This is an optimization exercise on Yosys and OpenROAD, whose aim is small area and a short achievable clock period, not a production implementation. RTL that was checked went through simulation tests only; none was proved equivalent to the original.

==> flow/design.v <==
package switch_pkg;
    localparam int NUM_PORTS = 4;            
    typedef logic [7:0] byte_t;              
    typedef logic [1:0] port_idx_t;          
    typedef struct packed {
        logic      cyc;                      
        logic      stb;                      
        logic      we;                       
        port_idx_t adr;                      
        byte_t     dat;                      
    } wb_req_t;
    typedef struct packed {
        logic  ack;                          
        byte_t dat;                          
    } wb_rsp_t;
    typedef struct packed {
        logic  eop;
        byte_t data;
    } fifo_entry_t;
    typedef struct packed {
        logic  valid;                        
        logic  last;                         
        byte_t data;
    } port_out_t;
    typedef enum logic {RT_IDLE, RT_PAYLOAD} router_state_e;
    typedef enum logic [1:0] {EG_IDLE, EG_SEND, EG_GAP} egress_state_e;
endpackage
module packet_switch
#(
    parameter int FIFO_DEPTH = 32,
    parameter int MAX_PKT    = 16,
    parameter int GAP_CYCLES = 4
) (
    input  logic                  clk,
    input  logic                  reset_b,
    input  logic                  i_wb_cyc,
    input  logic                  i_wb_stb,
    input  logic                  i_wb_we,
    input  logic [1:0]            i_wb_adr,
    input  logic [7:0]            i_wb_dat,
    output logic                  o_wb_ack,
    output logic [7:0]            o_wb_dat,
    input  logic                  i_valid,
    input  logic [7:0]            i_data,
    output logic                  o_stall,
    output logic [switch_pkg::NUM_PORTS-1:0]  o_port_valid,
    output logic [switch_pkg::NUM_PORTS-1:0]  o_port_last,
    output logic [switch_pkg::NUM_PORTS*8-1:0] o_port_data,
    input  logic [switch_pkg::NUM_PORTS-1:0]  i_read
);
    localparam int NP = switch_pkg::NUM_PORTS;
    localparam int RD = 15;                  
    localparam int GW = $clog2(GAP_CYCLES + 1);
    function automatic logic [RD-1:0] rot(input logic [RD-1:0] x);
        rot = {x[RD-2:0], x[RD-1]};
    endfunction
    function automatic logic [8:0] rd_word(input logic [RD-1:0] sel,
                                           input logic [RD*9-1:0] words);
        rd_word = '0;
        for (int i = 0; i < RD; i++) begin
            rd_word = rd_word | ({9{sel[i]}} & words[9*i +: 9]);
        end
    endfunction
    logic       req;
    logic       ack_q;
    logic [7:0] addr_q [NP];
    logic [7:0] rdat_q;                      
    assign req = i_wb_cyc && i_wb_stb;
    always_ff @(posedge clk or negedge reset_b) begin
        if (!reset_b) ack_q <= 1'b0;
        else          ack_q <= req && !ack_q;
    end
    always_ff @(posedge clk or negedge reset_b) begin
        if (!reset_b) begin
            for (int k = 0; k < NP; k++) addr_q[k] <= 8'(k);
        end else if (ack_q && req && i_wb_we) begin
            addr_q[i_wb_adr] <= i_wb_dat;
        end
    end
    always_ff @(posedge clk) rdat_q <= addr_q[i_wb_adr];
    assign o_wb_ack = ack_q;
    assign o_wb_dat = rdat_q;
    logic          rt_pay_q;                 
    logic          hit_q;
    logic [NP-1:0] tgt_q;                    
    logic          pend_q;                   
    logic [NP-1:0] wr_q;                     
    logic [7:0]    data_q;
    logic          match_hit;
    logic [NP-1:0] match_oh;
    always_comb begin
        match_hit = 1'b0;
        match_oh  = '0;
        for (int k = NP - 1; k >= 0; k--) begin
            if (i_data == addr_q[k]) begin
                match_hit = 1'b1;
                match_oh  = NP'(1) << k;
            end
        end
        if (!match_hit) match_oh = NP'(1);   
    end
    always_ff @(posedge clk or negedge reset_b) begin
        if (!reset_b) begin
            rt_pay_q <= 1'b0;
            hit_q    <= 1'b0;
            tgt_q    <= NP'(1);
            pend_q   <= 1'b0;
            wr_q     <= '0;
        end else begin
            pend_q <= rt_pay_q && i_valid && hit_q;
            wr_q   <= {NP{rt_pay_q && i_valid && hit_q}} & tgt_q;
            if (!rt_pay_q) begin
                if (i_valid) begin
                    rt_pay_q <= 1'b1;
                    hit_q    <= match_hit;
                    tgt_q    <= match_oh;
                end
            end else if (!i_valid) begin
                rt_pay_q <= 1'b0;
            end
        end
    end
    always_ff @(posedge clk) data_q <= i_data;
    logic [8:0] in_word;                     
    assign in_word = {!i_valid, data_q};
    logic [RD*9-1:0] ovf_mem;
    logic [RD-1:0]   ovf_wp_q, ovf_rp_q;
    logic       ovf_empty_q;                 
    logic       ovf_one;                     
    logic [8:0] ovf_head_q;
    logic       ovf_hv_q;                    
    logic       ovf_empty;
    logic [NP-1:0] rfull, valid;
    logic          t_full, t_pop;
    assign t_full = |(rfull & tgt_q);
    assign t_pop  = |(valid & i_read & tgt_q);
    assign ovf_empty = ovf_empty_q;
    assign ovf_one   = |(ovf_wp_q & rot(ovf_rp_q));
    logic ovf_we1, ovf_we0, ovf_re1, ovf_hv1, ovf_hv0, ovf_we, ovf_re;
    assign ovf_we1 = ovf_hv_q && pend_q && !ovf_empty;
    assign ovf_we0 = ovf_hv_q && pend_q;
    assign ovf_re1 = ovf_hv_q && !ovf_empty;
    assign ovf_hv1 = ovf_hv_q && (!ovf_empty || pend_q);
    assign ovf_hv0 = ovf_hv_q || (pend_q && t_full);
    assign ovf_we  = t_pop ? ovf_we1 : ovf_we0;
    assign ovf_re  = t_pop && ovf_re1;
    always_ff @(posedge clk) begin
        for (int i = 0; i < RD; i++) begin
            if (ovf_we && ovf_wp_q[i]) ovf_mem[9*i +: 9] <= in_word;
        end
    end
    always_ff @(posedge clk) begin
        if (t_pop || !ovf_hv_q) ovf_head_q <= ovf_empty ? in_word : rd_word(ovf_rp_q, ovf_mem);
    end
    always_ff @(posedge clk or negedge reset_b) begin
        if (!reset_b) begin
            ovf_wp_q  <= RD'(1);
            ovf_rp_q  <= RD'(1);
            ovf_empty_q <= 1'b1;
            ovf_hv_q  <= 1'b0;
        end else begin
            if (ovf_we) ovf_wp_q <= rot(ovf_wp_q);
            if (ovf_re) ovf_rp_q <= rot(ovf_rp_q);
            ovf_empty_q <= t_pop ? (ovf_empty || (!pend_q && ovf_one))
                                 : (ovf_empty && !(ovf_hv_q && pend_q));
            ovf_hv_q  <= t_pop ? ovf_hv1 : ovf_hv0;
        end
    end
    assign o_stall = ovf_hv_q;
    for (genvar p = 0; p < NP; p++) begin : g_lane
        logic [RD*9-1:0] mem;
        logic [RD-1:0] wp_q, rp_q;
        logic          rempty_q, rfull_q;    
        logic          r_one, r_alm;         
        logic [8:0]    head_q;               
        logic          hv_q;                 
        logic          valid_q;              
        logic [GW-1:0] gap_q;                
        logic          rempty, mig, wr, pop, rwe, rre;
        logic [8:0]    ring_word;
        assign rempty   = rempty_q;
        assign rfull[p] = rfull_q;
        assign r_one    = |(wp_q & rot(rp_q));
        assign r_alm    = |(rot(wp_q) & rp_q);
        assign valid[p] = valid_q;
        assign pop      = valid_q && i_read[p];
        assign mig = tgt_q[p] && ovf_hv_q;   
        assign wr  = wr_q[p];                
        logic rwe1, rwe0, hv1, hv0, val1, val0;
        logic [GW-1:0] gap1, gap0;
        assign rwe1 = mig || (wr && !rempty);
        assign rwe0 = !mig && wr && hv_q && !rfull[p];
        assign rwe  = pop ? rwe1 : rwe0;
        assign rre  = pop && !rempty;
        assign hv1  = !rempty || wr;
        assign hv0  = hv_q || wr;
        assign gap1 = head_q[8] ? GW'(GAP_CYCLES) : '0;    
        assign gap0 = (gap_q != '0) ? gap_q - 1'b1 : gap_q;
        assign val1 = hv1 && !head_q[8];
        assign val0 = hv0 && (gap0 == '0);
        assign ring_word = mig ? ovf_head_q : in_word;
        always_ff @(posedge clk) begin
            for (int i = 0; i < RD; i++) begin
                if (rwe && wp_q[i]) mem[9*i +: 9] <= ring_word;
            end
        end
        always_ff @(posedge clk) begin
            if (pop || !hv_q) head_q <= rempty ? in_word : rd_word(rp_q, mem);
        end
        always_ff @(posedge clk or negedge reset_b) begin
            if (!reset_b) begin
                wp_q    <= RD'(1);
                rp_q    <= RD'(1);
                rempty_q <= 1'b1;
                rfull_q  <= 1'b0;
                hv_q    <= 1'b0;
                valid_q <= 1'b0;
                gap_q   <= '0;
            end else begin
                if (rwe) wp_q <= rot(wp_q);
                if (rre) rp_q <= rot(rp_q);
                rempty_q <= pop ? (rempty || (!rwe1 && r_one))
                                : (rempty && !rwe0);
                rfull_q  <= pop ? (rfull_q && rwe1)
                                : (rfull_q || (rwe0 && r_alm));
                hv_q    <= pop ? hv1  : hv0;
                valid_q <= pop ? val1 : val0;
                gap_q   <= pop ? gap1 : gap0;
            end
        end
        assign o_port_valid[p]       = valid_q;
        assign o_port_last[p]        = head_q[8];
        assign o_port_data[8*p +: 8] = head_q[7:0];
    end
endmodule
clock: 4.4 ns
lec_check: 0
cap_margin: 20
core_margin: 2
core_utilization: 40
setup_slack_margin: 2.3
slew_margin: 20
run.sh (not shown) runs the stock make flow with config.mk's settings and CLKGATE_MAP_FILE= SYNTH_SCRIPT=/design/flow/synth_recipe.tcl, a recipe that flattens the netlist after the stock synthesis.
Next try:
--- a/flow/design.v
+++ b/flow/design.v
@@ -52,4 +52,12 @@
     localparam int RD = 15;                  
     localparam int GW = $clog2(GAP_CYCLES + 1);
+    function automatic logic [3:0] inc15(input logic [3:0] x);
+        if (x == 4'(RD - 1)) inc15 = 4'd0;
+        else                 inc15 = x + 4'd1;
+    endfunction
+    function automatic logic [RD-1:0] dec15(input logic [3:0] x);
+        dec15 = '0;
+        for (int i = 0; i < RD; i++) dec15[i] = (x == 4'(i));
+    endfunction
     function automatic logic [RD-1:0] rot(input logic [RD-1:0] x);
         rot = {x[RD-2:0], x[RD-1]};
@@ -125,5 +133,6 @@
     assign in_word = {!i_valid, data_q};
     logic [RD*9-1:0] ovf_mem;
-    logic [RD-1:0]   ovf_wp_q, ovf_rp_q;
+    logic [3:0]      ovf_wp_q;
+    logic [RD-1:0]   ovf_wsel, ovf_rp_q;
     logic       ovf_empty_q;                 
     logic       ovf_one;                     
@@ -136,5 +145,6 @@
     assign t_pop  = |(valid & i_read & tgt_q);
     assign ovf_empty = ovf_empty_q;
-    assign ovf_one   = |(ovf_wp_q & rot(ovf_rp_q));
+    assign ovf_wsel  = dec15(ovf_wp_q);
+    assign ovf_one   = |(ovf_wsel & rot(ovf_rp_q));
     logic ovf_we1, ovf_we0, ovf_re1, ovf_hv1, ovf_hv0, ovf_we, ovf_re;
     assign ovf_we1 = ovf_hv_q && pend_q && !ovf_empty;
@@ -147,5 +157,5 @@
     always_ff @(posedge clk) begin
         for (int i = 0; i < RD; i++) begin
-            if (ovf_we && ovf_wp_q[i]) ovf_mem[9*i +: 9] <= in_word;
+            if (ovf_we && ovf_wsel[i]) ovf_mem[9*i +: 9] <= in_word;
         end
     end
@@ -155,10 +165,10 @@
     always_ff @(posedge clk or negedge reset_b) begin
         if (!reset_b) begin
-            ovf_wp_q  <= RD'(1);
+            ovf_wp_q  <= '0;
             ovf_rp_q  <= RD'(1);
             ovf_empty_q <= 1'b1;
             ovf_hv_q  <= 1'b0;
         end else begin
-            if (ovf_we) ovf_wp_q <= rot(ovf_wp_q);
+            if (ovf_we) ovf_wp_q <= inc15(ovf_wp_q);
             if (ovf_re) ovf_rp_q <= rot(ovf_rp_q);
             ovf_empty_q <= t_pop ? (ovf_empty || (!pend_q && ovf_one))
@@ -170,5 +180,6 @@
     for (genvar p = 0; p < NP; p++) begin : g_lane
         logic [RD*9-1:0] mem;
-        logic [RD-1:0] wp_q, rp_q;
+        logic [3:0]    wp_q;
+        logic [RD-1:0] wsel, rp_q;
         logic          rempty_q, rfull_q;    
         logic          r_one, r_alm;         
@@ -181,6 +192,7 @@
         assign rempty   = rempty_q;
         assign rfull[p] = rfull_q;
-        assign r_one    = |(wp_q & rot(rp_q));
-        assign r_alm    = |(rot(wp_q) & rp_q);
+        assign wsel     = dec15(wp_q);
+        assign r_one    = |(wsel & rot(rp_q));
+        assign r_alm    = |(rot(wsel) & rp_q);
         assign valid[p] = valid_q;
         assign pop      = valid_q && i_read[p];
@@ -202,5 +214,5 @@
         always_ff @(posedge clk) begin
             for (int i = 0; i < RD; i++) begin
-                if (rwe && wp_q[i]) mem[9*i +: 9] <= ring_word;
+                if (rwe && wsel[i]) mem[9*i +: 9] <= ring_word;
             end
         end
@@ -210,5 +222,5 @@
         always_ff @(posedge clk or negedge reset_b) begin
             if (!reset_b) begin
-                wp_q    <= RD'(1);
+                wp_q    <= '0;
                 rp_q    <= RD'(1);
                 rempty_q <= 1'b1;
@@ -218,5 +230,5 @@
                 gap_q   <= '0;
             end else begin
-                if (rwe) wp_q <= rot(wp_q);
+                if (rwe) wp_q <= inc15(wp_q);
                 if (rre) rp_q <= rot(rp_q);
                 rempty_q <= pop ? (rempty || (!rwe1 && r_one))
Result: Design area rises by 2.0%; non-clock buffer count rises by 143; area after synthesis falls by 2.7%; sequential share of layout area falls by 4.2 points; final cell count rises by 4.4%; core utilization rises by 2.1 points; maximum frequency falls by 4.7%; worst setup slack gets worse by 0.11 ns.
No functional check of the RTL was part of the second run of this note.

port drivers added, routing unchanged:
No port has a modelled driver above. Below, the same layouts with a new extraction and two added sets of constraints. Step 1, drivers: a clkbuf_16 drives clk and a buf_2 each remaining input, both assumed. Step 2 moves the port delays by t, midway between the first and last clock arrival at a register: inputs arrive t later, outputs are due t later. That takes back most of the time a late clock gives input paths. a / b / c = ideal / step 1 / step 2; a / b = the first two.
run	t, ns	slack for setup (ns)	hold WS [ns]
the first run	0.722	2.185 / 2.117 / 1.606	0.170 / 0.191 / 0.463
the second run	0.710	2.075 / 2.075 / 1.367	0.268 / 0.247 / 0.478
After both steps setup and hold are still met in every run listed. For the second run, which loses most, drivers alone change the setup slack by 0.000 ns; drivers and shift together by -0.708 ns.
